What follows belongs to an exercise in optimizing a design on an open flow for small area; a production flow would make more cautious choices.
Where RTL was checked, it was by simulation tests only, not by an equivalence proof against the original.
Only the layout flow was run in run 2; the RTL was not checked for function there.

--- flow/design.v ---
package mat_pkg;
    localparam int MAX_DIM   = 5;    
    localparam int DIM_W     = 3;
    localparam int ELEM_W    = 8;
    localparam int SCALAR_W  = 4;    
    localparam int NUM_SLOTS = 2;
    typedef logic [0:0] slot_t;
    typedef enum logic [1:0] {
        OP_ADD       = 2'd0,
        OP_TRANSPOSE = 2'd1,
        OP_SCALAR    = 2'd2
    } op_e;
endpackage
package uart_pkg;
    localparam int CLKS_PER_BIT = 8;
    localparam int RES_DEPTH  = 32;    
    localparam int BYTE_DEPTH = 64;
    localparam logic [7:0] ASCII_ZERO  = 8'h30;
    localparam logic [7:0] ASCII_SPACE = 8'h20;
    localparam logic [7:0] ASCII_CR    = 8'h0D;
    localparam logic [7:0] ASCII_LF    = 8'h0A;
endpackage
module mat_calc_top (
    input  logic       clk,
    input  logic       sys_rst_n,
    input  logic       wr_en,
    input  logic       wr_slot,
    input  logic [2:0] wr_row,
    input  logic [2:0] wr_col,
    input  logic [7:0] wr_data,
    input  logic       start,
    input  logic [1:0] op,
    input  logic       slot_a,
    input  logic       slot_b,
    input  logic [2:0] rows,
    input  logic [2:0] cols,
    input  logic [3:0] scalar,
    output logic       busy,
    output logic       done,
    output logic       uart_tx,
    output logic       tx_busy
);
    logic [7:0] mem [2][5][5];
    always_ff @(posedge clk) begin
        if (wr_en) mem[wr_slot][wr_row][wr_col] <= wr_data;
    end
    localparam logic [2:0] S_IDLE = 3'd0, S_RD_A = 3'd1, S_RD_B = 3'd2,
                           S_WAIT = 3'd3, S_EMIT = 3'd4;
    logic [2:0] state;
    logic       is_add, is_trans;
    logic       sa_q, se_q;           
    logic [2:0] orows, ocols;         
    logic [3:0] mul_q;                
    logic [2:0] out_row, out_col;
    logic [7:0] opnd;
    logic       row_end, last_elem;
    logic       rd_slot;
    logic [2:0] rd_row, rd_col;
    logic [7:0] rd_data;
    logic [7:0] result;
    logic       emit;
    assign row_end   = (out_col == ocols - 3'd1);
    assign last_elem = row_end && (out_row == orows - 3'd1);
    assign busy      = (state != S_IDLE);
    assign emit      = (state == S_EMIT);
    assign done      = emit && last_elem;
    assign rd_slot = emit ? se_q : sa_q;
    assign rd_row  = is_trans ? out_col : out_row;
    assign rd_col  = is_trans ? out_row : out_col;
    assign rd_data = mem[rd_slot][rd_row][rd_col];
    assign result  = opnd + rd_data * mul_q;
    always_ff @(posedge clk or negedge sys_rst_n) begin
        if (!sys_rst_n) begin
            state   <= S_IDLE;
            out_row <= '0;
            out_col <= '0;
        end else begin
            case (state)
                S_IDLE: if (start) begin
                    out_row <= '0;
                    out_col <= '0;
                    state   <= S_RD_A;
                end
                S_RD_A: state <= is_add ? S_RD_B : S_WAIT;
                S_RD_B: state <= S_WAIT;
                S_WAIT: state <= S_EMIT;
                S_EMIT: begin
                    if (row_end) begin
                        out_col <= '0;
                        out_row <= out_row + 3'd1;
                    end else begin
                        out_col <= out_col + 3'd1;
                    end
                    state <= last_elem ? S_IDLE : S_RD_A;
                end
                default: state <= S_IDLE;
            endcase
        end
    end
    always_ff @(posedge clk) begin
        if (state == S_IDLE && start) begin
            is_add   <= (op == 2'd0);
            is_trans <= (op == 2'd1);
            sa_q     <= slot_a;
            se_q     <= (op == 2'd0) ? slot_b : slot_a;
            orows    <= (op == 2'd1) ? cols : rows;
            ocols    <= (op == 2'd1) ? rows : cols;
            mul_q    <= (op == 2'd2) ? scalar : 4'd1;
        end
        if (state == S_RD_A) opnd <= rd_data & {8{is_add}};
    end
    localparam logic [2:0] P_NEW = 3'd0, P_T = 3'd1, P_O = 3'd2,
                           P_SP = 3'd3, P_CR = 3'd4, P_LF = 3'd5;
    logic [8:0] ring [32];
    logic [4:0] tp, hp;               
    logic       ring_empty;
    logic [7:0] cur_val;
    logic       cur_re;
    logic       cur_valid;
    logic       fin_re;               
    logic [2:0] step;
    logic       byp1, byp2;
    logic       avail;
    logic       pop;
    logic       pop_free;             
    logic       direct;
    logic       ring_wr;
    logic       load;
    assign ring_empty = (tp == hp + 5'd1);
    assign avail      = (step >= P_SP) || (cur_valid && !byp1 && !byp2);
    assign pop_free   = pop && ((step == P_NEW && cur_val < 8'd10) || step == P_O);
    assign direct     = emit && (!cur_valid || pop_free) && ring_empty;
    assign ring_wr    = emit && !direct;
    assign load       = !cur_valid && !ring_empty && (hp == 5'd0);
    always_ff @(posedge clk) begin
        for (int p = 0; p < 32; p++) begin
            if (ring_wr && tp == 5'(p)) ring[p] <= {row_end, result};
            else                        ring[p] <= ring[(p + 31) % 32];
        end
        if (direct) begin
            cur_val <= result;
            cur_re  <= row_end;
        end else if (load) begin
            cur_val <= ring[0][7:0];
            cur_re  <= ring[0][8];
        end
    end
    always_ff @(posedge clk or negedge sys_rst_n) begin
        if (!sys_rst_n) begin
            tp        <= 5'd1;
            hp        <= 5'd0;
            cur_valid <= 1'b0;
            byp1      <= 1'b0;
            byp2      <= 1'b0;
        end else begin
            tp        <= tp + (ring_wr ? 5'd0 : 5'd1);
            hp        <= hp + (load ? 5'd0 : 5'd1);
            byp1      <= direct;
            byp2      <= byp1;
            if (direct || load) cur_valid <= 1'b1;
            else if (pop_free)  cur_valid <= 1'b0;
        end
    end
    logic [1:0] dig_h;
    logic [6:0] rem100;
    logic [3:0] dig_t, dig_o;
    always_comb begin
        dig_h  = (cur_val >= 8'd200) ? 2'd2 : (cur_val >= 8'd100) ? 2'd1 : 2'd0;
        rem100 = 7'(cur_val - 8'(dig_h) * 8'd100);
        dig_t  = 4'(rem100 / 7'd10);
        dig_o  = 4'(rem100 % 7'd10);
    end
    logic [6:0] tc;
    logic       tx_idle;
    logic [3:0] b_lo;                 
    logic       b_sp;                 
    logic [7:0] b_byte;
    logic [3:0] nx_lo;
    logic       nx_sp;
    assign tx_idle = (tc == 7'd72);
    assign pop     = tx_idle && avail;
    assign tx_busy = pop || !tx_idle;
    assign b_byte  = {2'b00, b_sp || (b_lo < 4'd10), !b_sp && (b_lo < 4'd10), b_lo};
    assign uart_tx = tc[6] ? !tc[5] : b_byte[tc[5:3]];
    always_comb begin
        nx_sp = 1'b0;
        case (step)
            P_NEW:   nx_lo = (cur_val >= 8'd100) ? {2'b00, dig_h} :
                             (cur_val >= 8'd10)  ? dig_t : dig_o;
            P_T:     nx_lo = dig_t;
            P_O:     nx_lo = dig_o;
            P_SP:    begin nx_lo = 4'h0; nx_sp = 1'b1; end
            P_CR:    nx_lo = 4'hD;
            default: nx_lo = 4'hA;
        endcase
    end
    always_ff @(posedge clk) begin
        if (pop) begin
            b_lo <= nx_lo;
            b_sp <= nx_sp;
        end
        if (pop_free) fin_re <= cur_re;
    end
    always_ff @(posedge clk or negedge sys_rst_n) begin
        if (!sys_rst_n) begin
            tc   <= 7'd72;
            step <= P_NEW;
        end else begin
            if (pop)           tc <= 7'd120;
            else if (!tx_idle) tc <= tc + 7'd1;
            if (pop) begin
                case (step)
                    P_NEW:   step <= (cur_val >= 8'd100) ? P_T :
                                     (cur_val >= 8'd10)  ? P_O : P_SP;
                    P_T:     step <= P_O;
                    P_O:     step <= P_SP;
                    P_SP:    step <= fin_re ? P_CR : P_NEW;
                    P_CR:    step <= P_LF;
                    default: step <= P_NEW;
                endcase
            end
        end
    end
endmodule
--- flow/run.sh ---
#!/bin/bash
# synth_recipe.tcl (not shown) runs the flow's synth.tcl, then flattens the netlist and writes it again
# the make line also repeats each setting of config.mk as NAME=value (left out here)
make -C /OpenROAD-flow-scripts/flow DESIGN_CONFIG=/design/flow/config.mk WORK_HOME=/design/flow/orfs CLKGATE_MAP_FILE= SYNTH_SCRIPT=/design/flow/synth_recipe.tcl finish
--- flow/config.mk ---
export PLATFORM = sky130hd
export DESIGN_NAME = mat_calc_top
export DESIGN_NICKNAME = mat_calc_top
export VERILOG_FILES = /design/flow/design.v
export SDC_FILE = /design/flow/constraint.sdc
export NUM_CORES = 4
export LEC_CHECK = 0
export CAP_MARGIN = 20
export CORE_MARGIN = 2
export CORE_UTILIZATION = 40
export SLEW_MARGIN = 20
--- flow/constraint.sdc ---
create_clock -name core_clock -period 10.0 [get_ports {clk}]
set_input_delay 2.0000 -clock core_clock [delete_from_list [all_inputs] [get_ports {clk}]]
set_output_delay 2.0000 -clock core_clock [all_outputs]
set_load 0.01 [all_outputs]
==> results of run 1 <==
-- per-stage QoR --
step	setup WS [ns]	cell area, um^2
after floorplan	1.72	29900
after global placement	1.09	31200
after detailed placement	0.876	31200
after CTS	0.856	33700
after global routing	0.326	33700
final	0.942	33700
-- layer usage --
| layer | global-route usage, % | share of wire (%) | vias up |
|---|---|---|---|
| li1 | - | - | 7704 |
| met1 | 21.2 | 44 | 8282 |
| met2 | 26.7 | 49 | 342 |
| met3 | 2.87 | 4.8 | 90 |
| met4 | 4.52 | 2.1 | 0 |
| met5 | 0 | 0 | - |
-- cell families (layout without fill, tap and decap cells) --
family | count (synthesis) | in the layout
mux | 256 | 256
flops | 757 | 757
xor+xnor | 51 | 51
fa+ha+maj | 65 | 65
buf+inv | 161 | 259
simple gates | 498 | 498
compound gates | 298 | 298
-- sequential cells by signal (all words and copies together) (netlist names), 4 cells and up --
name     flops
mul_q        4
mem        400
hp           5
tp           5
opnd         8
tc           7
ring       288
b_lo         4
cur_val      8
-- final cells by class --
class | instances | area, um^2 | area share (%)
inverters | 53 | 199 | 0.590
repair buffers | 63 | 546 | 1.62
flip-flops and latches | 757 | 19700 | 58.4
well taps | 969 | 1210 | 3.59
clock buffers | 102 | 2150 | 6.38
clock inverters | 41 | 348 | 1.03
multi-input cells | 1168 | 9590 | 28.4
-- placed cells by master (no fill, tap or decap), drive strengths merged, types with 23 or more instances in the layout --
cell	n
edfxtp	437
ha	41
clkdlybuf4s50	30
inv	61
nor2	89
mux2i	23
mux2	118
o21ai	229
dfxtp	288
buf	33
dfrtp	29
mux4	115
nand2	301
fa	23
xnor2	35
clkbuf	102
clkinv	27
nand3	24
-- how the worst min path moves through the flow --
stage | depth (start not counted) | slack [ns] | end
after floorplan | 0 | 0.35 | byp2$_DFF_PN0_
after global placement | 2 | 0.40 | ring[15][6]$_DFF_P_
after detailed placement | 0 | 0.40 | byp2$_DFF_PN0_
after CTS | 2 | 0.40 | ring[5][7]$_DFF_P_
after global routing | 0 | 0.42 | byp2$_DFF_PN0_
final | 0 | 0.40 | byp2$_DFF_PN0_
-- synthesized netlist by cell type, types with 3 or more instances --
cell type                    n
sky130_fd_sc_hd__mux2_2    118
sky130_fd_sc_hd__dfxtp_1   288
sky130_fd_sc_hd__nand2_1   301
sky130_fd_sc_hd__a21o_1      6
sky130_fd_sc_hd__a21oi_2     3
sky130_fd_sc_hd__o21ai_2    29
sky130_fd_sc_hd__nand2b_1    4
sky130_fd_sc_hd__or3_1       8
sky130_fd_sc_hd__xor2_1     13
sky130_fd_sc_hd__dfstp_2     3
sky130_fd_sc_hd__a21oi_1    15
sky130_fd_sc_hd__mux4_2    115
sky130_fd_sc_hd__clkbuf_1   81
sky130_fd_sc_hd__nor2_1     89
sky130_fd_sc_hd__inv_1      53
sky130_fd_sc_hd__buf_6       5
sky130_fd_sc_hd__nor4_1      4
sky130_fd_sc_hd__nor2b_1    11
sky130_fd_sc_hd__nand3b_1    4
sky130_fd_sc_hd__buf_4       6
sky130_fd_sc_hd__xnor2_1    34
sky130_fd_sc_hd__a211oi_1    5
sky130_fd_sc_hd__o211ai_1    9
sky130_fd_sc_hd__buf_2      12
sky130_fd_sc_hd__nand3_1    24
sky130_fd_sc_hd__edfxtp_1  437
sky130_fd_sc_hd__ha_1       41
sky130_fd_sc_hd__and3_1      6
sky130_fd_sc_hd__fa_1       23
sky130_fd_sc_hd__dfrtp_1    29
sky130_fd_sc_hd__mux2i_1    23
sky130_fd_sc_hd__buf_1       3
sky130_fd_sc_hd__nor3_1     12
sky130_fd_sc_hd__a31oi_1     8
sky130_fd_sc_hd__and2_1     17
sky130_fd_sc_hd__nand4_1     3
sky130_fd_sc_hd__o21ai_0   199
sky130_fd_sc_hd__nor3b_1     6
-- critical path, cell delays in order, from the launching register on --
cell                       delay (ns)
sky130_fd_sc_hd__dfrtp_1         0.45
sky130_fd_sc_hd__nor2_1          0.16
sky130_fd_sc_hd__and2_1          0.35
sky130_fd_sc_hd__mux2i_1         0.49
sky130_fd_sc_hd__inv_1           0.09
sky130_fd_sc_hd__ha_1            0.21
sky130_fd_sc_hd__fa_1            0.50
sky130_fd_sc_hd__ha_4            0.19
sky130_fd_sc_hd__fa_2            1.07
sky130_fd_sc_hd__mux4_2          0.38
sky130_fd_sc_hd__mux2i_1         0.07
sky130_fd_sc_hd__o21ai_0         0.66
sky130_fd_sc_hd__nand2_1         0.17
sky130_fd_sc_hd__fa_1            0.52
sky130_fd_sc_hd__fa_1            0.52
sky130_fd_sc_hd__fa_1            0.52
sky130_fd_sc_hd__inv_1           0.04
sky130_fd_sc_hd__ha_1            0.34
sky130_fd_sc_hd__a21oi_1         0.17
sky130_fd_sc_hd__nor2_1          0.05
sky130_fd_sc_hd__nor2_1          0.21
sky130_fd_sc_hd__o21bai_1        0.09
sky130_fd_sc_hd__a21oi_1         0.17
sky130_fd_sc_hd__xnor2_1         0.20
sky130_fd_sc_hd__xnor2_2         0.12
sky130_fd_sc_hd__xnor3_2         0.72
sky130_fd_sc_hd__buf_4           0.35
sky130_fd_sc_hd__o21ai_2         0.08
==> flow_results.xml, run 1 <==
<?xml version="1.0" encoding="UTF-8"?>
<metrics>
  <group name="sta">
    <metric name="unrepaired_setup_endpoints_after_global_routing" unit="">no</metric>
    <metric name="fin_setup_tns" unit="ns">0</metric>
    <metric name="timing.hold.ws" unit="ns">0.403</metric>
    <metric name="fmax" unit="MHz">110</metric>
    <metric name="hold_violations" unit="">0</metric>
    <metric name="timing.final.crit_period" unit="ns">9.06</metric>
    <metric name="slew_viol_final" unit="">0</metric>
    <metric name="fin_worst_skew" unit="ns">0.0243</metric>
    <metric name="count_of_final_setup_violators" unit="">0</metric>
    <metric name="slew_headroom" unit="%">33.5</metric>
    <metric name="least_margin_pin_slew" unit="ns">0.998</metric>
    <metric name="layout_worst_path_cycle_share" unit="%">90.6</metric>
  </group>
  <group name="yosys">
    <metric name="main_combinational_cell_family_by_area_after_synthesis" unit="">multiplexers</metric>
    <metric name="yosys_register_bits" unit="">757</metric>
    <metric name="dominantRegCellSynth" unit="">sky130_fd_sc_hd__edfxtp_1</metric>
    <metric name="synth.area.mux_share" unit="%">13.9</metric>
    <metric name="synth.distinct_cells" unit="">68</metric>
    <metric name="synth-compound-area-share" unit="%">5.85</metric>
    <metric name="synth_largest_type_area_fraction" unit="%">43.9</metric>
    <metric name="post_synth_fa_ha_maj_area_fraction" unit="%">3.29</metric>
    <metric name="synthDominantAreaCellType" unit="">sky130_fd_sc_hd__edfxtp_1</metric>
    <metric name="post_synth_and_or_nand_nor_area_fraction" unit="%">7.14</metric>
    <metric name="synthesized_netlist_cell_count" unit="">2086</metric>
    <metric name="syn_area_per_cell" unit="um^2">14.3</metric>
    <metric name="synth_fp_nets" unit="">2183</metric>
    <metric name="postSynth.asyncResetShare" unit="%">4.23</metric>
    <metric name="yosysSeqAreaShare" unit="%">65.9</metric>
    <metric name="ys_warn_count" unit="">2</metric>
    <metric name="post_synth_main_area_contributors" unit="">sky130_fd_sc_hd__edfxtp_1, sky130_fd_sc_hd__dfxtp_1, sky130_fd_sc_hd__mux4_2</metric>
    <metric name="synthesis.area" unit="um^2">29900</metric>
    <metric name="synthesized_area_fraction_occupied_by_xor_and_xnor_cells" unit="%">1.68</metric>
    <metric name="count_of_flip_flops_with_a_built_in_enable_after_synthesis" unit="">437</metric>
  </group>
  <group name="grt">
    <metric name="first_global_vias" unit="">16800</metric>
    <metric name="grt.total_usage" unit="%">15.9</metric>
    <metric name="grt_antenna_before_repair" unit="">1</metric>
    <metric name="grt_overflow" unit="">0</metric>
    <metric name="global_route_wire_length_before_repair" unit="um">96200</metric>
    <metric name="maximum_number_of_pins_on_one_net_before_global_route_repair" unit="">61</metric>
  </group>
  <group name="finish">
    <metric name="layout-area-overhead-vs-synth" unit="%">12.8</metric>
    <metric name="antenna-diode-count" unit="">0</metric>
    <metric name="final_cell_count_no_fill" unit="">3153</metric>
    <metric name="finish.net_count" unit="">2218</metric>
    <metric name="drive_gt1_share" unit="%">20.0</metric>
    <metric name="final_core_util" unit="%">45.5</metric>
    <metric name="fillCellCount" unit="">6428</metric>
  </group>
  <group name="worst_setup_path">
    <metric name="startpoint_type" unit="">register</metric>
    <metric name="r2r_end" unit="">ring[15][7]$_DFF_P_</metric>
    <metric name="end_kind" unit="">register</metric>
    <metric name="cp.arrival" unit="ns">9.56</metric>
    <metric name="worstSetupPathType" unit="">reg2reg</metric>
    <metric name="highest_fanout_seen_on_the_critical_path" unit="">23</metric>
    <metric name="critPathLaunch" unit="">state[1]$_DFFE_PN0P_</metric>
    <metric name="startpoint_of_the_most_critical_register_to_register_path" unit="">state[1]$_DFFE_PN0P_</metric>
    <metric name="worst_r2r_path_depth" unit="">27</metric>
    <metric name="register_to_register_setup_slack" unit="ns">0.94</metric>
    <metric name="crit_path_end" unit="">ring[15][7]$_DFF_P_</metric>
    <metric name="required" unit="ns">10.50</metric>
  </group>
  <group name="placed_design">
    <metric name="dp_hpwl" unit="um">39100</metric>
    <metric name="globalplace.congestion" unit="">0.813</metric>
    <metric name="placement.io_buffers" unit="">36</metric>
    <metric name="post-place-cells" unit="">3010</metric>
  </group>
  <group name="cts">
    <metric name="cts.path.max_buffers" unit="">3</metric>
    <metric name="cts.repair_timing.setup_buffer_count" unit="">0</metric>
    <metric name="worstSkewPairLatency" unit="ns">0.62</metric>
    <metric name="tritoncts_num_sinks" unit="">757</metric>
    <metric name="ctsRootBufferMaster" unit="">sky130_fd_sc_hd__clkbuf_16</metric>
    <metric name="cts_made_buffers" unit="">78</metric>
    <metric name="tritoncts_clock_tree" unit="">built</metric>
    <metric name="cts.htree.levels" unit="">3</metric>
    <metric name="clk_pin_slew" unit="ns">0.06</metric>
    <metric name="cts_hold_buf" unit="">0</metric>
    <metric name="postCtsResizedCells" unit="">0</metric>
  </group>
  <group name="min_path">
    <metric name="min-delay-path-class" unit="">reg2reg</metric>
    <metric name="worst_hold_path_startpoint" unit="">byp1$_DFF_PN0_</metric>
  </group>
  <group name="die">
    <metric name="die_y" unit="um">277</metric>
    <metric name="floorplan.initialDensity" unit="%">40.3</metric>
    <metric name="placeableCoreArea" unit="um^2">74200</metric>
    <metric name="fp.dieArea" unit="um^2">77000</metric>
    <metric name="num_io_pins" unit="">37</metric>
    <metric name="die_x" unit="um">277</metric>
    <metric name="placement_rows" unit="">100</metric>
  </group>
  <group name="routing">
    <metric name="via_count" unit="">16400</metric>
    <metric name="drcViolationCount" unit="">0</metric>
    <metric name="detail_route.first_pass.iterations" unit="">5</metric>
    <metric name="route.detailed.vias_per_inst" unit="">5.21</metric>
    <metric name="totalWireLength" unit="um">60600</metric>
    <metric name="route.antenna.remaining_nets" unit="">0</metric>
    <metric name="routed_wire_length_per_instance" unit="um">19.2</metric>
    <metric name="detailedRoute.firstIterationViolations" unit="">1387</metric>
  </group>
  <group name="outcome">
    <metric name="outcome" unit="">timing/DRC/antenna clean</metric>
  </group>
  <group name="run">
    <metric name="maxCapViolCount" unit="">0</metric>
  </group>
</metrics>
==> run 2: changes to the inputs <==
--- a/flow/design.v
+++ b/flow/design.v
@@ -61,2 +61,3 @@
     logic       emit;
+    logic       win;                  
     assign row_end   = (out_col == ocols - 3'd1);
@@ -66,3 +67,4 @@
     assign done      = emit && last_elem;
-    assign rd_slot = emit ? se_q : sa_q;
+    assign win       = (state == S_WAIT) || emit || (state == (is_add ? S_RD_B : S_RD_A));
+    assign rd_slot = (state == S_RD_A) ? sa_q : se_q;
     assign rd_row  = is_trans ? out_col : out_row;
@@ -70,3 +72,6 @@
     assign rd_data = mem[rd_slot][rd_row][rd_col];
-    assign result  = opnd + rd_data * mul_q;
+    assign result  = (rd_data & {8{mul_q[0]}})
+                   + (((rd_data << 1) & {8{mul_q[1]}}) | (opnd & {8{is_add}}))
+                   + ((rd_data << 2) & {8{mul_q[2]}})
+                   + ((rd_data << 3) & {8{mul_q[3]}});
     always_ff @(posedge clk or negedge sys_rst_n) begin
@@ -109,3 +114,3 @@
         end
-        if (state == S_RD_A) opnd <= rd_data & {8{is_add}};
+        if (state == S_RD_A) opnd <= rd_data;
     end
@@ -128,2 +133,5 @@
     logic       load;
+    logic       wdone;                
+    logic       dcond;                
+    logic       tp_w;                 
     assign ring_empty = (tp == hp + 5'd1);
@@ -131,4 +139,6 @@
     assign pop_free   = pop && ((step == P_NEW && cur_val < 8'd10) || step == P_O);
-    assign direct     = emit && (!cur_valid || pop_free) && ring_empty;
-    assign ring_wr    = emit && !direct;
+    assign dcond      = (!cur_valid || pop_free) && ring_empty;
+    assign direct     = emit && dcond;
+    assign tp_w       = (tp % 5'd3 == 5'd0) && (tp != 5'd31);
+    assign ring_wr    = win && !wdone && !dcond && tp_w;
     assign load       = !cur_valid && !ring_empty && (hp == 5'd0);
@@ -136,3 +146,3 @@
         for (int p = 0; p < 32; p++) begin
-            if (ring_wr && tp == 5'(p)) ring[p] <= {row_end, result};
+            if (p % 3 == 0 && ring_wr && tp == 5'(p)) ring[p] <= {row_end, result};
             else                        ring[p] <= ring[(p + 31) % 32];
@@ -154,3 +164,6 @@
             byp2      <= 1'b0;
+            wdone     <= 1'b0;
         end else begin
+            if (emit)         wdone <= 1'b0;
+            else if (ring_wr) wdone <= 1'b1;
             tp        <= tp + (ring_wr ? 5'd0 : 5'd1);
--- a/flow/config.mk
+++ b/flow/config.mk
@@ -9,3 +9,6 @@
 export CORE_MARGIN = 2
-export CORE_UTILIZATION = 40
+export CORE_UTILIZATION = 60
+export CTS_BUF_LIST = sky130_fd_sc_hd__clkbuf_4 sky130_fd_sc_hd__clkbuf_8
+export CTS_CLUSTER_DIAMETER = 60
+export CTS_CLUSTER_SIZE = 20
 export SLEW_MARGIN = 20
==> flow_results.xml, run 2 <==
<?xml version="1.0" encoding="UTF-8"?>
<metrics>
  <group name="sta">
    <metric name="fin_setup_tns" unit="ns">0</metric>
    <metric name="fmax" unit="MHz">119</metric>
    <metric name="hold_violations" unit="">0</metric>
    <metric name="slew_headroom" unit="%">32.5</metric>
    <metric name="fin_worst_skew" unit="ns">0.0280</metric>
    <metric name="slew_viol_final" unit="">0</metric>
    <metric name="layout_worst_path_cycle_share" unit="%">84.0</metric>
    <metric name="count_of_final_setup_violators" unit="">0</metric>
    <metric name="timing.final.crit_period" unit="ns">8.40</metric>
    <metric name="least_margin_pin_slew" unit="ns">1.01</metric>
    <metric name="unrepaired_setup_endpoints_after_global_routing" unit="">no</metric>
  </group>
  <group name="cts">
    <metric name="clk_pin_slew" unit="ns">0.12</metric>
    <metric name="postCtsResizedCells" unit="">0</metric>
    <metric name="worstSkewPairLatency" unit="ns">0.70</metric>
    <metric name="cts.repair_timing.setup_buffer_count" unit="">0</metric>
    <metric name="ctsRootBufferMaster" unit="">sky130_fd_sc_hd__clkbuf_8</metric>
    <metric name="cts_hold_buf" unit="">0</metric>
    <metric name="tritoncts_num_sinks" unit="">758</metric>
    <metric name="cts_made_buffers" unit="">50</metric>
    <metric name="tritoncts_clock_tree" unit="">built</metric>
    <metric name="cts.htree.levels" unit="">2</metric>
    <metric name="cts.path.max_buffers" unit="">3</metric>
  </group>
  <group name="finish">
    <metric name="largestRegisters" unit="">mem x400, ring x288</metric>
    <metric name="most-common-layout-cells" unit="">sky130_fd_sc_hd__edfxtp_1, sky130_fd_sc_hd__dfxtp_1, sky130_fd_sc_hd__mux2_2, sky130_fd_sc_hd__nor2_1, sky130_fd_sc_hd__mux4_2</metric>
    <metric name="registers.top_by_ff_count" unit="">mem</metric>
    <metric name="largest_register_ffs" unit="">400</metric>
    <metric name="antenna-diode-count" unit="">0</metric>
    <metric name="layout-area-overhead-vs-synth" unit="%">6.60</metric>
    <metric name="final_common_cell" unit="">sky130_fd_sc_hd__edfxtp_1</metric>
    <metric name="drive_gt1_share" unit="%">19.7</metric>
    <metric name="finish.net_count" unit="">1839</metric>
  </group>
  <group name="worst_setup_path">
    <metric name="required" unit="ns">10.46</metric>
    <metric name="standard_cell_with_the_maximum_stage_delay_on_the_critical_path" unit="">sky130_fd_sc_hd__xor2_2</metric>
    <metric name="end_kind" unit="">register</metric>
    <metric name="cp.arrival" unit="ns">8.86</metric>
    <metric name="highest_fanout_seen_on_the_critical_path" unit="">12</metric>
    <metric name="worst_path_max_stage_delay" unit="ns">0.79</metric>
    <metric name="startpoint_type" unit="">register</metric>
    <metric name="worstSetupPathType" unit="">reg2reg</metric>
    <metric name="register_to_register_setup_slack" unit="ns">1.60</metric>
  </group>
  <group name="die">
    <metric name="placement_rows" unit="">79</metric>
    <metric name="num_io_pins" unit="">37</metric>
    <metric name="floorplan.initialDensity" unit="%">60.9</metric>
    <metric name="die_x" unit="um">221</metric>
    <metric name="fp.dieArea" unit="um^2">49000</metric>
    <metric name="placeableCoreArea" unit="um^2">46600</metric>
    <metric name="die_y" unit="um">221</metric>
  </group>
  <group name="yosys">
    <metric name="count_of_flip_flops_with_a_built_in_enable_after_synthesis" unit="">437</metric>
    <metric name="postSynth.asyncResetShare" unit="%">4.35</metric>
    <metric name="post_synth_main_area_contributors" unit="">sky130_fd_sc_hd__edfxtp_1, sky130_fd_sc_hd__dfxtp_1, sky130_fd_sc_hd__mux4_2</metric>
    <metric name="syn_area_per_cell" unit="um^2">16.6</metric>
    <metric name="yosys_register_bits" unit="">758</metric>
    <metric name="yosysSeqAreaShare" unit="%">69.5</metric>
    <metric name="synthesized_netlist_cell_count" unit="">1706</metric>
    <metric name="post_synth_most_frequent_cells" unit="">sky130_fd_sc_hd__edfxtp_1, sky130_fd_sc_hd__dfxtp_1, sky130_fd_sc_hd__mux2_2</metric>
    <metric name="synth_largest_type_area_fraction" unit="%">46.3</metric>
    <metric name="dominantRegCellSynth" unit="">sky130_fd_sc_hd__edfxtp_1</metric>
    <metric name="synth_fp_nets" unit="">1801</metric>
    <metric name="synthesis.area" unit="um^2">28400</metric>
    <metric name="most_common_cell_in_the_synthesized_netlist" unit="">sky130_fd_sc_hd__edfxtp_1</metric>
    <metric name="synthDominantAreaCellType" unit="">sky130_fd_sc_hd__edfxtp_1</metric>
    <metric name="ys_warn_count" unit="">2</metric>
    <metric name="synth.distinct_cells" unit="">80</metric>
  </group>
  <group name="outcome">
    <metric name="outcome" unit="">timing/DRC/antenna clean</metric>
  </group>
  <group name="grt">
    <metric name="global_route_wire_length_before_repair" unit="um">85000</metric>
    <metric name="grt_antenna_before_repair" unit="">0</metric>
    <metric name="first_global_vias" unit="">14000</metric>
    <metric name="grt.total_usage" unit="%">22.9</metric>
    <metric name="grt_overflow" unit="">0</metric>
    <metric name="maximum_number_of_pins_on_one_net_before_global_route_repair" unit="">51</metric>
  </group>
  <group name="routing">
    <metric name="detail_route.first_pass.iterations" unit="">5</metric>
    <metric name="route.antenna.remaining_nets" unit="">0</metric>
    <metric name="drcViolationCount" unit="">0</metric>
    <metric name="via_count" unit="">14000</metric>
    <metric name="routed_wire_length_per_instance" unit="um">23.2</metric>
    <metric name="detailedRoute.firstIterationViolations" unit="">1171</metric>
    <metric name="route.detailed.vias_per_inst" unit="">5.89</metric>
    <metric name="totalWireLength" unit="um">55100</metric>
  </group>
  <group name="placed_design">
    <metric name="dp_hpwl" unit="um">35900</metric>
    <metric name="globalplace.congestion" unit="">0.829</metric>
    <metric name="placement.io_buffers" unit="">36</metric>
  </group>
  <group name="min_path">
    <metric name="min-delay-path-class" unit="">reg2reg</metric>
  </group>
  <group name="run">
    <metric name="maxCapViolCount" unit="">0</metric>
  </group>
</metrics>
## run 2: cell count changes in the layout (fill, tap and decap cells not counted), moves of 22 or more
cell | previous run | this run
sky130_fd_sc_hd__o21ai_2 | 29 | 0
sky130_fd_sc_hd__a21oi_1 | 15 | 37
sky130_fd_sc_hd__nand2_1 | 301 | 76
sky130_fd_sc_hd__clkbuf_8 | 7 | 50
sky130_fd_sc_hd__o21ai_0 | 199 | 30
sky130_fd_sc_hd__clkbuf_16 | 80 | 0
## run 2: per-layer routing
metal / global-route usage (%) / share of wire (%) / vias to the layer above
li1: - / - / 6490
met1: 32.7 / 44 / 7122
met2: 37.5 / 49 / 299
met3: 3.28 / 4.3 / 75
met4: 6.37 / 2.5 / 0
met5: 0 / 0 / -
## run 2: critical path: cells and delay by family, from the launching register on
family	cells	cell delay (ns)
XOR/XNOR	4	1.50
buffers and inverters	4	0.45
multiplexers	4	1.27
AO/OA/AOI/OAI	8	1.95
flip-flops	1	0.45
adder cells (fa/ha/maj)	6	2.37
AND/OR/NAND/NOR	1	0.18
## run 2: final timing paths
kind / startpoint / endpoint / cells past startpoint
worst min register to register: ring[1][7]$_DFF_P_ / ring[2][7]$_DFF_P_ / 0
worst min-delay path: ring[1][7]$_DFF_P_ / ring[2][7]$_DFF_P_ / 0
worst max register to register: state[0]$_DFFE_PN0P_ / cur_val[7]$_DFFE_PP_ / 27
max in group asynchronous: sys_rst_n / tp[0]$_DFF_PN1_ / 2
worst max-delay path: state[0]$_DFFE_PN0P_ / cur_val[7]$_DFFE_PP_ / 27
min in group asynchronous: sys_rst_n / tc[0]$_DFFE_PN0P_ / 2
## run 2: final cells by class
class	count	area, um^2
sequential	758	19700
fill	3289	16300
multi-input combinational	831	8140
tap	607	759
clock buffer	55	726
timing repair buffer	56	498
clock inverter	22	215
inverter	47	176
## run 2: cells by family after synthesis
logic type	Yosys count	share of synthesized area, %
AO/OA/AOI/OAI	157	3.79
XOR/XNOR	51	1.62
adder cells (fa/ha/maj)	62	3.24
buffers and inverters	117	1.95
flip-flops	758	69.5
multiplexers	254	14.5
AND/OR/NAND/NOR	307	5.35
## run 2: per-stage QoR
step,utilization (%),area [um^2],worst slack [ns],hold slack (ns),std cells
detailed placement,62.9,29300,1.67,0.312,2299
finish,64.9,30200,1.60,0.315,2376
global placement,62.9,29300,1.78,0.310,2299
global route,64.9,30200,0.860,0.318,2376
floorplan,-,28400,1.76,0.310,1706
CTS,64.9,30200,1.57,0.320,2376
==> run 3: changes to the inputs <==
--- a/flow/design.v
+++ b/flow/design.v
@@ -71,3 +71,15 @@
     assign rd_col  = is_trans ? out_row : out_col;
-    assign rd_data = mem[rd_slot][rd_row][rd_col];
+    logic [9:0] rsel;
+    logic [4:0] csel;
+    logic [7:0] colv [5];
+    always_comb begin
+        for (int k = 0; k < 10; k++) rsel[k] = (rd_slot == 1'(k / 5)) && (rd_row == 3'(k % 5));
+        for (int i = 0; i < 5; i++)  csel[i] = (rd_col == 3'(i));
+        rd_data = '0;
+        for (int i = 0; i < 5; i++) begin
+            colv[i] = '0;
+            for (int k = 0; k < 10; k++) colv[i] |= mem[k / 5][k % 5][i] & {8{rsel[k]}};
+            rd_data |= colv[i] & {8{csel[i]}};
+        end
+    end
     assign result  = (rd_data & {8{mul_q[0]}})
@@ -125,18 +137,18 @@
     logic       fin_re;               
-    logic [2:0] step;
-    logic       byp1, byp2;
+    logic [2:0] step;                 
     logic       avail;
     logic       pop;
-    logic       pop_free;             
-    logic       direct;
+    logic       byte_end;             
+    logic       free;                 
     logic       ring_wr;
+    logic       force30;              
     logic       load;
     logic       wdone;                
-    logic       dcond;                
+    logic       dcond;
     logic       tp_w;                 
     assign ring_empty = (tp == hp + 5'd1);
-    assign avail      = (step >= P_SP) || (cur_valid && !byp1 && !byp2);
-    assign pop_free   = pop && ((step == P_NEW && cur_val < 8'd10) || step == P_O);
-    assign dcond      = (!cur_valid || pop_free) && ring_empty;
-    assign direct     = emit && dcond;
+    assign avail      = (step >= P_SP) || cur_valid;
+    assign free       = byte_end && ((step == P_NEW && cur_val < 8'd10) || step == P_O);
+    assign dcond      = (!cur_valid || free) && ring_empty;
+    assign force30    = (state == S_WAIT) && dcond && !wdone;
     assign tp_w       = (tp % 5'd3 == 5'd0) && (tp != 5'd31);
@@ -146,9 +158,8 @@
         for (int p = 0; p < 32; p++) begin
-            if (p % 3 == 0 && ring_wr && tp == 5'(p)) ring[p] <= {row_end, result};
-            else                        ring[p] <= ring[(p + 31) % 32];
-        end
-        if (direct) begin
-            cur_val <= result;
-            cur_re  <= row_end;
-        end else if (load) begin
+            if (p % 3 == 0 && ((ring_wr && tp == 5'(p)) || (p == 30 && force30)))
+                ring[p] <= {row_end, result};
+            else
+                ring[p] <= ring[(p + 31) % 32];
+        end
+        if (load) begin
             cur_val <= ring[0][7:0];
@@ -156,2 +167,3 @@
         end
+        if (free) fin_re <= cur_re;
     end
@@ -162,14 +174,15 @@
             cur_valid <= 1'b0;
-            byp1      <= 1'b0;
-            byp2      <= 1'b0;
             wdone     <= 1'b0;
         end else begin
-            if (emit)         wdone <= 1'b0;
-            else if (ring_wr) wdone <= 1'b1;
-            tp        <= tp + (ring_wr ? 5'd0 : 5'd1);
-            hp        <= hp + (load ? 5'd0 : 5'd1);
-            byp1      <= direct;
-            byp2      <= byp1;
-            if (direct || load) cur_valid <= 1'b1;
-            else if (pop_free)  cur_valid <= 1'b0;
+            if (emit)                   wdone <= 1'b0;
+            else if (ring_wr || force30) wdone <= 1'b1;
+            if (force30) begin
+                tp <= 5'd30;
+                hp <= 5'd30;
+            end else begin
+                tp <= tp + (ring_wr ? 5'd0 : 5'd1);
+                hp <= hp + (load ? 5'd0 : 5'd1);
+            end
+            if (load)      cur_valid <= 1'b1;
+            else if (free) cur_valid <= 1'b0;
         end
@@ -190,28 +203,20 @@
     logic [7:0] b_byte;
-    logic [3:0] nx_lo;
-    logic       nx_sp;
-    assign tx_idle = (tc == 7'd72);
-    assign pop     = tx_idle && avail;
-    assign tx_busy = pop || !tx_idle;
+    assign tx_idle  = (tc == 7'd72);
+    assign byte_end = (tc == 7'd71);
+    assign pop      = tx_idle && avail;
+    assign tx_busy  = pop || !tx_idle;
+    always_comb begin
+        b_sp = 1'b0;
+        case (step)
+            P_NEW:   b_lo = (cur_val >= 8'd100) ? {2'b00, dig_h} :
+                            (cur_val >= 8'd10)  ? dig_t : dig_o;
+            P_T:     b_lo = dig_t;
+            P_O:     b_lo = dig_o;
+            P_SP:    begin b_lo = 4'h0; b_sp = 1'b1; end
+            P_CR:    b_lo = 4'hD;
+            default: b_lo = 4'hA;
+        endcase
+    end
     assign b_byte  = {2'b00, b_sp || (b_lo < 4'd10), !b_sp && (b_lo < 4'd10), b_lo};
     assign uart_tx = tc[6] ? !tc[5] : b_byte[tc[5:3]];
-    always_comb begin
-        nx_sp = 1'b0;
-        case (step)
-            P_NEW:   nx_lo = (cur_val >= 8'd100) ? {2'b00, dig_h} :
-                             (cur_val >= 8'd10)  ? dig_t : dig_o;
-            P_T:     nx_lo = dig_t;
-            P_O:     nx_lo = dig_o;
-            P_SP:    begin nx_lo = 4'h0; nx_sp = 1'b1; end
-            P_CR:    nx_lo = 4'hD;
-            default: nx_lo = 4'hA;
-        endcase
-    end
-    always_ff @(posedge clk) begin
-        if (pop) begin
-            b_lo <= nx_lo;
-            b_sp <= nx_sp;
-        end
-        if (pop_free) fin_re <= cur_re;
-    end
     always_ff @(posedge clk or negedge sys_rst_n) begin
@@ -223,3 +228,3 @@
             else if (!tx_idle) tc <= tc + 7'd1;
-            if (pop) begin
+            if (byte_end) begin
                 case (step)
--- a/flow/config.mk
+++ b/flow/config.mk
@@ -9,6 +9,7 @@
 export CORE_MARGIN = 2
-export CORE_UTILIZATION = 60
-export CTS_BUF_LIST = sky130_fd_sc_hd__clkbuf_4 sky130_fd_sc_hd__clkbuf_8
+export CORE_UTILIZATION = 70
+export CTS_BUF_LIST = sky130_fd_sc_hd__clkbuf_16
 export CTS_CLUSTER_DIAMETER = 60
-export CTS_CLUSTER_SIZE = 20
+export CTS_CLUSTER_SIZE = 40
+export PLACE_DENSITY = 0.8
 export SLEW_MARGIN = 20
==> flow_results.xml, run 3 <==
<?xml version="1.0" encoding="UTF-8"?>
<metrics>
  <group name="finish">
    <metric name="area_taken_by_multi_input_logic_gates" unit="um^2">7970</metric>
    <metric name="largestRegisters" unit="">mem x400, ring x288</metric>
    <metric name="antenna-diode-count" unit="">0</metric>
    <metric name="layout-area-overhead-vs-synth" unit="%">8.63</metric>
    <metric name="fillCellCount" unit="">2280</metric>
    <metric name="largest_register_ffs" unit="">400</metric>
    <metric name="finish.net_count" unit="">2072</metric>
    <metric name="area.sequential" unit="um^2">19500</metric>
    <metric name="most-common-layout-cells" unit="">sky130_fd_sc_hd__edfxtp_1, sky130_fd_sc_hd__dfxtp_1, sky130_fd_sc_hd__nand2_1, sky130_fd_sc_hd__mux2_2, sky130_fd_sc_hd__nor2_1</metric>
    <metric name="final_common_cell" unit="">sky130_fd_sc_hd__edfxtp_1</metric>
    <metric name="drive_gt1_share" unit="%">13.3</metric>
    <metric name="registers.top_by_ff_count" unit="">mem</metric>
  </group>
  <group name="yosys">
    <metric name="count_of_flip_flops_with_a_built_in_enable_after_synthesis" unit="">432</metric>
    <metric name="ys_warn_count" unit="">3</metric>
    <metric name="postSynth.asyncResetShare" unit="%">4.13</metric>
    <metric name="dominantRegCellSynth" unit="">sky130_fd_sc_hd__edfxtp_1</metric>
    <metric name="yosysSeqAreaShare" unit="%">69.6</metric>
    <metric name="syn_area_per_cell" unit="um^2">14.2</metric>
    <metric name="synth_fp_nets" unit="">2061</metric>
    <metric name="synth_largest_type_area_fraction" unit="%">46.2</metric>
    <metric name="synthesis.area" unit="um^2">28100</metric>
    <metric name="synthesized_netlist_cell_count" unit="">1978</metric>
    <metric name="synthDominantAreaCellType" unit="">sky130_fd_sc_hd__edfxtp_1</metric>
    <metric name="yosys_register_bits" unit="">751</metric>
    <metric name="post_synth_most_frequent_cells" unit="">sky130_fd_sc_hd__edfxtp_1, sky130_fd_sc_hd__dfxtp_1, sky130_fd_sc_hd__nand2_1</metric>
    <metric name="post_synth_main_area_contributors" unit="">sky130_fd_sc_hd__edfxtp_1, sky130_fd_sc_hd__dfxtp_1, sky130_fd_sc_hd__mux2_2</metric>
    <metric name="most_common_cell_in_the_synthesized_netlist" unit="">sky130_fd_sc_hd__edfxtp_1</metric>
    <metric name="synth.distinct_cells" unit="">94</metric>
  </group>
  <group name="routing">
    <metric name="met2_length" unit="um">30600</metric>
    <metric name="drcViolationCount" unit="">0</metric>
    <metric name="detail_route.first_pass.iterations" unit="">7</metric>
    <metric name="route.detailed.vias_per_inst" unit="">6.65</metric>
    <metric name="route.antenna.remaining_nets" unit="">0</metric>
    <metric name="dr_wl_met3" unit="um">6980</metric>
    <metric name="totalWireLength" unit="um">65100</metric>
    <metric name="detailedRoute.firstIterationViolations" unit="">2426</metric>
    <metric name="routed_wire_length_per_instance" unit="um">25.6</metric>
    <metric name="top_layer" unit="">met4</metric>
    <metric name="met1_length" unit="um">24500</metric>
    <metric name="via_count" unit="">16900</metric>
  </group>
  <group name="worst_setup_path">
    <metric name="worstSetupPathType" unit="">reg2out</metric>
    <metric name="highest_fanout_seen_on_the_critical_path" unit="">10</metric>
    <metric name="worst_path_max_stage_delay" unit="ns">0.53</metric>
    <metric name="required" unit="ns">8.00</metric>
    <metric name="cp.arrival" unit="ns">5.96</metric>
    <metric name="startpoint_type" unit="">register</metric>
    <metric name="end_kind" unit="">output port</metric>
    <metric name="standard_cell_with_the_maximum_stage_delay_on_the_critical_path" unit="">sky130_fd_sc_hd__edfxtp_1</metric>
    <metric name="crit_path_cell_trace" unit="">o311ai_2 -&gt; mux2i_1 -&gt; ha_1 -&gt; fa_1 -&gt; nor2b_1 -&gt; nor2_1 -&gt; xnor3_1 -&gt; nand2_1 -&gt; o21ai_0 -&gt; a21oi_1 -&gt; ha_1 -&gt; inv_1 -&gt; a2111oi_2 -&gt; mux2i_1 -&gt; a221oi_1 -&gt; a211oi_1 -&gt; o21ai_1 -&gt; clkdlybuf4s50_1</metric>
  </group>
  <group name="grt">
    <metric name="maximum_number_of_pins_on_one_net_before_global_route_repair" unit="">51</metric>
    <metric name="grt_antenna_before_repair" unit="">0</metric>
    <metric name="grt_overflow" unit="">0</metric>
    <metric name="global_route_wire_length_before_repair" unit="um">98900</metric>
    <metric name="grt.total_usage" unit="%">31.8</metric>
    <metric name="first_global_vias" unit="">16500</metric>
  </group>
  <group name="die">
    <metric name="fp.dieArea" unit="um^2">41700</metric>
    <metric name="num_io_pins" unit="">37</metric>
    <metric name="placeableCoreArea" unit="um^2">39600</metric>
    <metric name="die_y" unit="um">204</metric>
    <metric name="die_x" unit="um">204</metric>
    <metric name="floorplan.initialDensity" unit="%">70.8</metric>
    <metric name="placement_rows" unit="">73</metric>
  </group>
  <group name="outcome">
    <metric name="outcome" unit="">timing/DRC/antenna clean</metric>
  </group>
  <group name="sta">
    <metric name="unrepaired_setup_endpoints_after_global_routing" unit="">no</metric>
    <metric name="timing.hold.ws" unit="ns">0.322</metric>
    <metric name="layout_worst_path_cycle_share" unit="%">79.6</metric>
    <metric name="fin_worst_skew" unit="ns">0.0513</metric>
    <metric name="count_of_final_setup_violators" unit="">0</metric>
    <metric name="slew_headroom" unit="%">25.0</metric>
    <metric name="hold_violations" unit="">0</metric>
    <metric name="timing.final.crit_period" unit="ns">7.96</metric>
    <metric name="slew_viol_final" unit="">0</metric>
    <metric name="fin_setup_tns" unit="ns">0</metric>
    <metric name="least_margin_pin_slew" unit="ns">1.12</metric>
    <metric name="fmax" unit="MHz">126</metric>
  </group>
  <group name="cts">
    <metric name="cts.htree.levels" unit="">2</metric>
    <metric name="tritoncts_num_sinks" unit="">751</metric>
    <metric name="cts_hold_buf" unit="">0</metric>
    <metric name="cts_made_buffers" unit="">38</metric>
    <metric name="clk_pin_slew" unit="ns">0.12</metric>
    <metric name="tritoncts_clock_tree" unit="">built</metric>
    <metric name="cts.repair_timing.setup_buffer_count" unit="">0</metric>
    <metric name="postCtsResizedCells" unit="">0</metric>
    <metric name="worstSkewPairLatency" unit="ns">0.62</metric>
    <metric name="ctsRootBufferMaster" unit="">sky130_fd_sc_hd__clkbuf_16</metric>
    <metric name="cts.path.max_buffers" unit="">3</metric>
  </group>
  <group name="placed_design">
    <metric name="placement.io_buffers" unit="">36</metric>
    <metric name="globalplace.congestion" unit="">0.956</metric>
    <metric name="dp_hpwl" unit="um">41700</metric>
  </group>
  <group name="min_path">
    <metric name="min-delay-path-class" unit="">reg2reg</metric>
  </group>
  <group name="run">
    <metric name="maxCapViolCount" unit="">0</metric>
  </group>
</metrics>
## run 3: cell types whose count changed after synthesis, sizes merged, moves of 24 or more
cell	change
a22o	+25
a22oi	+41
a221oi	+33
nand2	+66
mux4	-104
a21oi	+24
nand3	+29
## run 3: metrics by stage
stage / utilization, % / area [um^2] / setup slack [ns] / cells
global route: 76.9 / 30500 / 1.60 / 2544
global placement: 73.0 / 28900 / 2.89 / 2472
detailed placement: 73.0 / 29000 / 2.62 / 2473
floorplan: - / 28100 / 3.78 / 1978
finish: 76.9 / 30500 / 2.04 / 2544
CTS: 76.8 / 30500 / 2.08 / 2543
## run 3: cells by family after synthesis
kind of cell               Yosys count  share of synthesized area, %
DFF                                751                          69.6
muxes                              157                          6.65
AOI/OAI and AO/OA                  358                          9.24
xor gates and xnor gates            45                          1.50
and+or+nand+nor                    463                          8.10
buffers and inverters              153                          2.28
adders and majority gates           51                          2.67
## run 3: routing by layer
metal / vias to the layer above / global-route usage, %
met5: - / 0.119
li1: 7382 / -
met1: 8214 / 43.3
met3: 198 / 6.17
met2: 1126 / 51.0
met4: 0 / 13.1
## run 3: worst max-delay path: cells and delay by family, from the launching register on
family	cells	cell delay, ns
adders and majority gates	3	0.92
DFF	1	0.53
AOI/OAI and AO/OA	7	1.73
and+or+nand+nor	3	0.59
muxes	2	0.54
buffers and inverters	2	0.56
xor gates and xnor gates	1	0.53
## run 3: area by class of cell
cell class	count	share of cell area, %
clock buffers	41	3.37
clock inverters	29	1.60
inverters	55	0.677
multi-input cells	1074	26.2
flip-flops and latches	751	64.0
well taps	525	2.16
repair buffers	69	2.01
## run 3: final timing paths
| check | endpoint | slack, ns | depth (start not counted) | from |
|---|---|---|---|---|
| max in group asynchronous | tp[0]$_DFF_PN1_ | 7.85 | 2 | sys_rst_n |
| worst min register to register | ring[23][8]$_DFF_P_ | 0.32 | 0 | ring[22][8]$_DFF_P_ |
| min in group asynchronous | out_row[0]$_DFFE_PN0P_ | 1.82 | 2 | sys_rst_n |
| worst max-delay path | uart_tx | 2.04 | 18 | cur_val[4]$_DFFE_PP_ |
| worst max register to register | ring[0][7]$_DFF_P_ | 2.61 | 23 | state[2]$_DFFE_PN0P_ |
| worst min-delay path | ring[23][8]$_DFF_P_ | 0.32 | 0 | ring[22][8]$_DFF_P_ |
==> run 4: changes to the inputs <==
==> flow/config.mk (replaced) <==
export PLATFORM = sky130hd
export DESIGN_NAME = mat_calc_top
export DESIGN_NICKNAME = mat_calc_top
export VERILOG_FILES = /design/flow/design.v
export SDC_FILE = /design/flow/constraint.sdc
export NUM_CORES = 4
export LEC_CHECK = 0
export ABC_AREA = 1
export CAP_MARGIN = 5
export CORE_MARGIN = 2
export CORE_UTILIZATION = 70
export CTS_BUF_LIST = sky130_fd_sc_hd__clkbuf_4 sky130_fd_sc_hd__clkbuf_8
export CTS_CLUSTER_DIAMETER = 50
export CTS_CLUSTER_SIZE = 16
export PLACE_DENSITY = 0.75
export SLEW_MARGIN = 5
==> flow_results.xml, run 4 <==
<?xml version="1.0" encoding="UTF-8"?>
<metrics>
  <group name="outcome">
    <metric name="outcome" unit="">timing/DRC/antenna clean</metric>
  </group>
  <group name="routing">
    <metric name="detail_route.first_pass.iterations" unit="">6</metric>
    <metric name="detailedRoute.firstIterationViolations" unit="">1771</metric>
    <metric name="met2_length" unit="um">30000</metric>
    <metric name="via_count" unit="">16700</metric>
    <metric name="drcViolationCount" unit="">0</metric>
    <metric name="top_layer" unit="">met4</metric>
    <metric name="routed_wire_length_per_instance" unit="um">20.9</metric>
    <metric name="met1_length" unit="um">22600</metric>
    <metric name="route.antenna.remaining_nets" unit="">0</metric>
    <metric name="dr_wl_met3" unit="um">4730</metric>
    <metric name="route.detailed.vias_per_inst" unit="">5.89</metric>
    <metric name="totalWireLength" unit="um">59200</metric>
  </group>
  <group name="grt">
    <metric name="grt_antenna_before_repair" unit="">0</metric>
    <metric name="maximum_number_of_pins_on_one_net_before_global_route_repair" unit="">51</metric>
    <metric name="first_global_vias" unit="">16500</metric>
    <metric name="grt_overflow" unit="">0</metric>
    <metric name="global_route_wire_length_before_repair" unit="um">92000</metric>
    <metric name="grt.total_usage" unit="%">29.9</metric>
  </group>
  <group name="cts">
    <metric name="cts.path.max_buffers" unit="">3</metric>
    <metric name="ctsRootBufferMaster" unit="">sky130_fd_sc_hd__clkbuf_8</metric>
    <metric name="cts_hold_buf" unit="">0</metric>
    <metric name="cts.repair_timing.setup_buffer_count" unit="">0</metric>
    <metric name="tritoncts_num_sinks" unit="">751</metric>
    <metric name="postCtsResizedCells" unit="">0</metric>
    <metric name="clk_pin_slew" unit="ns">0.10</metric>
    <metric name="worstSkewPairLatency" unit="ns">0.71</metric>
    <metric name="cts.htree.levels" unit="">2</metric>
    <metric name="cts_made_buffers" unit="">57</metric>
    <metric name="tritoncts_clock_tree" unit="">built</metric>
  </group>
  <group name="yosys">
    <metric name="synthDominantAreaCellType" unit="">sky130_fd_sc_hd__edfxtp_1</metric>
    <metric name="count_of_flip_flops_with_a_built_in_enable_after_synthesis" unit="">432</metric>
    <metric name="yosysSeqAreaShare" unit="%">71.8</metric>
    <metric name="syn_area_per_cell" unit="um^2">12.2</metric>
    <metric name="synth_fp_nets" unit="">2317</metric>
    <metric name="yosys_register_bits" unit="">751</metric>
    <metric name="ys_warn_count" unit="">3</metric>
    <metric name="post_synth_main_area_contributors" unit="">sky130_fd_sc_hd__edfxtp_1, sky130_fd_sc_hd__dfxtp_1, sky130_fd_sc_hd__nand2_1</metric>
    <metric name="synthesized_netlist_cell_count" unit="">2234</metric>
    <metric name="most_common_cell_in_the_synthesized_netlist" unit="">sky130_fd_sc_hd__nand2_1</metric>
    <metric name="synth_largest_type_area_fraction" unit="%">47.8</metric>
    <metric name="postSynth.asyncResetShare" unit="%">4.13</metric>
    <metric name="synthesis.area" unit="um^2">27200</metric>
    <metric name="post_synth_most_frequent_cells" unit="">sky130_fd_sc_hd__nand2_1, sky130_fd_sc_hd__edfxtp_1, sky130_fd_sc_hd__dfxtp_1</metric>
    <metric name="dominantRegCellSynth" unit="">sky130_fd_sc_hd__edfxtp_1</metric>
    <metric name="synth.distinct_cells" unit="">55</metric>
  </group>
  <group name="min_path">
    <metric name="min-delay-path-class" unit="">reg2reg</metric>
    <metric name="end_of_the_worst_hold_path" unit="">ring[4][7]$_DFF_P_</metric>
    <metric name="worst_hold_path_startpoint" unit="">ring[3][7]$_DFF_P_</metric>
    <metric name="hold_path_depth" unit="">0</metric>
  </group>
  <group name="worst_setup_path">
    <metric name="startpoint_type" unit="">register</metric>
    <metric name="worst_path_max_stage_delay" unit="ns">0.53</metric>
    <metric name="startpoint_of_the_most_critical_register_to_register_path" unit="">is_trans$_DFFE_PP_</metric>
    <metric name="r2r_end" unit="">ring[27][7]$_DFF_P_</metric>
    <metric name="worst_r2r_path_depth" unit="">33</metric>
    <metric name="worstSetupPathType" unit="">reg2out</metric>
    <metric name="cp.arrival" unit="ns">5.65</metric>
    <metric name="end_kind" unit="">output port</metric>
    <metric name="critical_path_buf_inv_count" unit="">5</metric>
    <metric name="register_to_register_setup_slack" unit="ns">3.06</metric>
    <metric name="standard_cell_with_the_maximum_stage_delay_on_the_critical_path" unit="">sky130_fd_sc_hd__clkdlybuf4s50_1</metric>
    <metric name="highest_fanout_seen_on_the_critical_path" unit="">4</metric>
    <metric name="required" unit="ns">8.00</metric>
    <metric name="cell_occurring_most_often_along_the_worst_timing_path" unit="">sky130_fd_sc_hd__nand2_1</metric>
    <metric name="worst_path_dominant_cell_family" unit="">simple AND/OR/NAND/NOR gates</metric>
  </group>
  <group name="sta">
    <metric name="count_of_final_setup_violators" unit="">0</metric>
    <metric name="least_margin_pin_slew" unit="ns">1.08</metric>
    <metric name="unrepaired_setup_endpoints_after_global_routing" unit="">no</metric>
    <metric name="slew_headroom" unit="%">27.5</metric>
    <metric name="timing.final.crit_period" unit="ns">7.65</metric>
    <metric name="hold_violations" unit="">0</metric>
    <metric name="slew_viol_final" unit="">0</metric>
    <metric name="fin_setup_tns" unit="ns">0</metric>
    <metric name="timing.hold.ws" unit="ns">0.314</metric>
    <metric name="fmax" unit="MHz">131</metric>
    <metric name="fin_worst_skew" unit="ns">0.0445</metric>
    <metric name="layout_worst_path_cycle_share" unit="%">76.5</metric>
  </group>
  <group name="finish">
    <metric name="largestRegisters" unit="">mem x400, ring x288</metric>
    <metric name="layout-area-overhead-vs-synth" unit="%">7.25</metric>
    <metric name="fillCellCount" unit="">2506</metric>
    <metric name="most-common-layout-cells" unit="">sky130_fd_sc_hd__nand2_1, sky130_fd_sc_hd__edfxtp_1, sky130_fd_sc_hd__dfxtp_1, sky130_fd_sc_hd__inv_1, sky130_fd_sc_hd__nor2_1</metric>
    <metric name="final_cell_count_no_fill" unit="">2830</metric>
    <metric name="antenna-diode-count" unit="">0</metric>
    <metric name="drive_gt1_share" unit="%">7.35</metric>
    <metric name="finish.net_count" unit="">2362</metric>
    <metric name="final_common_cell" unit="">sky130_fd_sc_hd__nand2_1</metric>
    <metric name="largest_register_ffs" unit="">400</metric>
    <metric name="registers.top_by_ff_count" unit="">mem</metric>
  </group>
  <group name="die">
    <metric name="floorplan.initialDensity" unit="%">70.6</metric>
    <metric name="num_io_pins" unit="">37</metric>
    <metric name="die_y" unit="um">201</metric>
    <metric name="fp.dieArea" unit="um^2">40400</metric>
    <metric name="placeableCoreArea" unit="um^2">38500</metric>
    <metric name="die_x" unit="um">201</metric>
    <metric name="placement_rows" unit="">72</metric>
  </group>
  <group name="placed_design">
    <metric name="dp_hpwl" unit="um">37400</metric>
    <metric name="placement.io_buffers" unit="">36</metric>
    <metric name="globalplace.congestion" unit="">0.897</metric>
    <metric name="post-place-cells" unit="">2738</metric>
  </group>
  <group name="run">
    <metric name="maxCapViolCount" unit="">0</metric>
  </group>
</metrics>
==> run 4: cell types whose count changed in the layout (fill, tap and decap cells not counted), moves of 24 or more <==
cell / previous run / this run
sky130_fd_sc_hd__clkbuf_16: 41 / 0
sky130_fd_sc_hd__a22oi_1: 54 / 4
sky130_fd_sc_hd__mux2i_1: 29 / 0
sky130_fd_sc_hd__nand2_1: 142 / 463
sky130_fd_sc_hd__mux2_2: 103 / 1
sky130_fd_sc_hd__clkbuf_8: 0 / 58
sky130_fd_sc_hd__nand3_1: 57 / 98
sky130_fd_sc_hd__o21ai_1: 4 / 37
sky130_fd_sc_hd__a221oi_1: 36 / 66
sky130_fd_sc_hd__o21ai_0: 43 / 91
sky130_fd_sc_hd__nand4_1: 9 / 37
sky130_fd_sc_hd__inv_1: 54 / 198
sky130_fd_sc_hd__a31oi_1: 28 / 4
sky130_fd_sc_hd__nor2_1: 102 / 164
==> run 4: stage by stage <==
stage               util (%)  setup slack, ns  instance area [um^2]
floorplan                  -             4.21                 27200
global route            75.7             1.87                 29100
CTS                     75.7             2.35                 29100
global placement        72.7             3.41                 28000
detailed placement      72.7             3.15                 28000
finish                  75.7             2.35                 29100
==> run 4: worst max path at each step <==
| stage | from | endpoint | slack (ns) | depth (start not counted) |
|---|---|---|---|---|
| after floorplan | cur_val[4]$_DFFE_PP_ | uart_tx | 4.21 | 37 |
| after global placement | is_trans$_DFFE_PP_ | ring[12][7]$_DFF_P_ | 3.41 | 31 |
| final | cur_val[4]$_DFFE_PP_ | uart_tx | 2.35 | 37 |
| after detailed placement | cur_val[4]$_DFFE_PP_ | uart_tx | 3.15 | 37 |
| after global routing | cur_val[4]$_DFFE_PP_ | uart_tx | 1.87 | 37 |
| after CTS | cur_val[4]$_DFFE_PP_ | uart_tx | 2.35 | 37 |
==> run 4: cell type report <==
type / count / area, um^2 / share of cell area, %
well taps: 518 / 648 / 2.22
repair buffers: 55 / 488 / 1.67
multi-input cells: 1204 / 6540 / 22.4
inverters: 210 / 788 / 2.71
clock buffers: 74 / 918 / 3.15
clock inverters: 18 / 233 / 0.799
flip-flops and latches: 751 / 19500 / 67.0
==> run 4: cell families after synthesis <==
family                     share of synthesized area, %
buffers and inverters                              4.09
adders and majority gates                          2.72
AOI/OAI and AO/OA                                  7.64
DFF                                                71.8
xor gates and xnor gates                           1.05
and+or+nand+nor                                    12.6
muxes                                            0.0415
==> run 4: worst reg2reg max path, delay by kind of cell (launching register included) <==
kind	cells	cell delay (ns)
buf+inv	6	0.94
flops	1	0.57
xor+xnor	1	0.16
compound gates	8	1.59
fa+ha+maj	3	1.20
simple gates	15	2.38
==> run 4: layer usage <==
| metal | track usage, % | up-vias |
|---|---|---|
| met5 | 0 | - |
| met4 | 10.6 | 0 |
| met3 | 4.71 | 137 |
| met2 | 52.3 | 741 |
| met1 | 38.2 | 8014 |
| li1 | - | 7766 |

what the ideal ports hide:
How much do the figures lean on ideal ports? The routed layouts below were timed once more, with nothing changed but the port constraints. Step 1 assumes that a clkbuf_16 drives the clock port and a buf_2 every other input. Step 2 moves the port delays by t, midway between the first and last clock arrival at a register: inputs arrive t later, outputs are due t later. That takes back most of the time a late clock gives input paths. a / b / c = ideal ports / drivers / drivers and shift; a / b = the first two.
run | t, ns | setup slack, ns | worst setup path at the end | latest minus earliest clock arrival (ns) | slew at the worst register clock pin (ns)
run 1 | 0.669 | 0.942 / 0.942 / 0.942 | register to register | 0.024 / 0.024 | 0.06 / 0.06
run 2 | 0.734 | 1.603 / 1.603 / 1.603 | register to register | 0.031 / 0.032 | 0.12 / 0.12
run 3 | 0.643 | 2.037 / 1.982 / 2.608 | register to register | 0.056 / 0.056 | 0.12 / 0.12
run 4 | 0.742 | 2.354 / 2.298 / 3.040 | register to output | 0.049 / 0.049 | 0.10 / 0.10
After both steps every run listed still meets setup and hold.
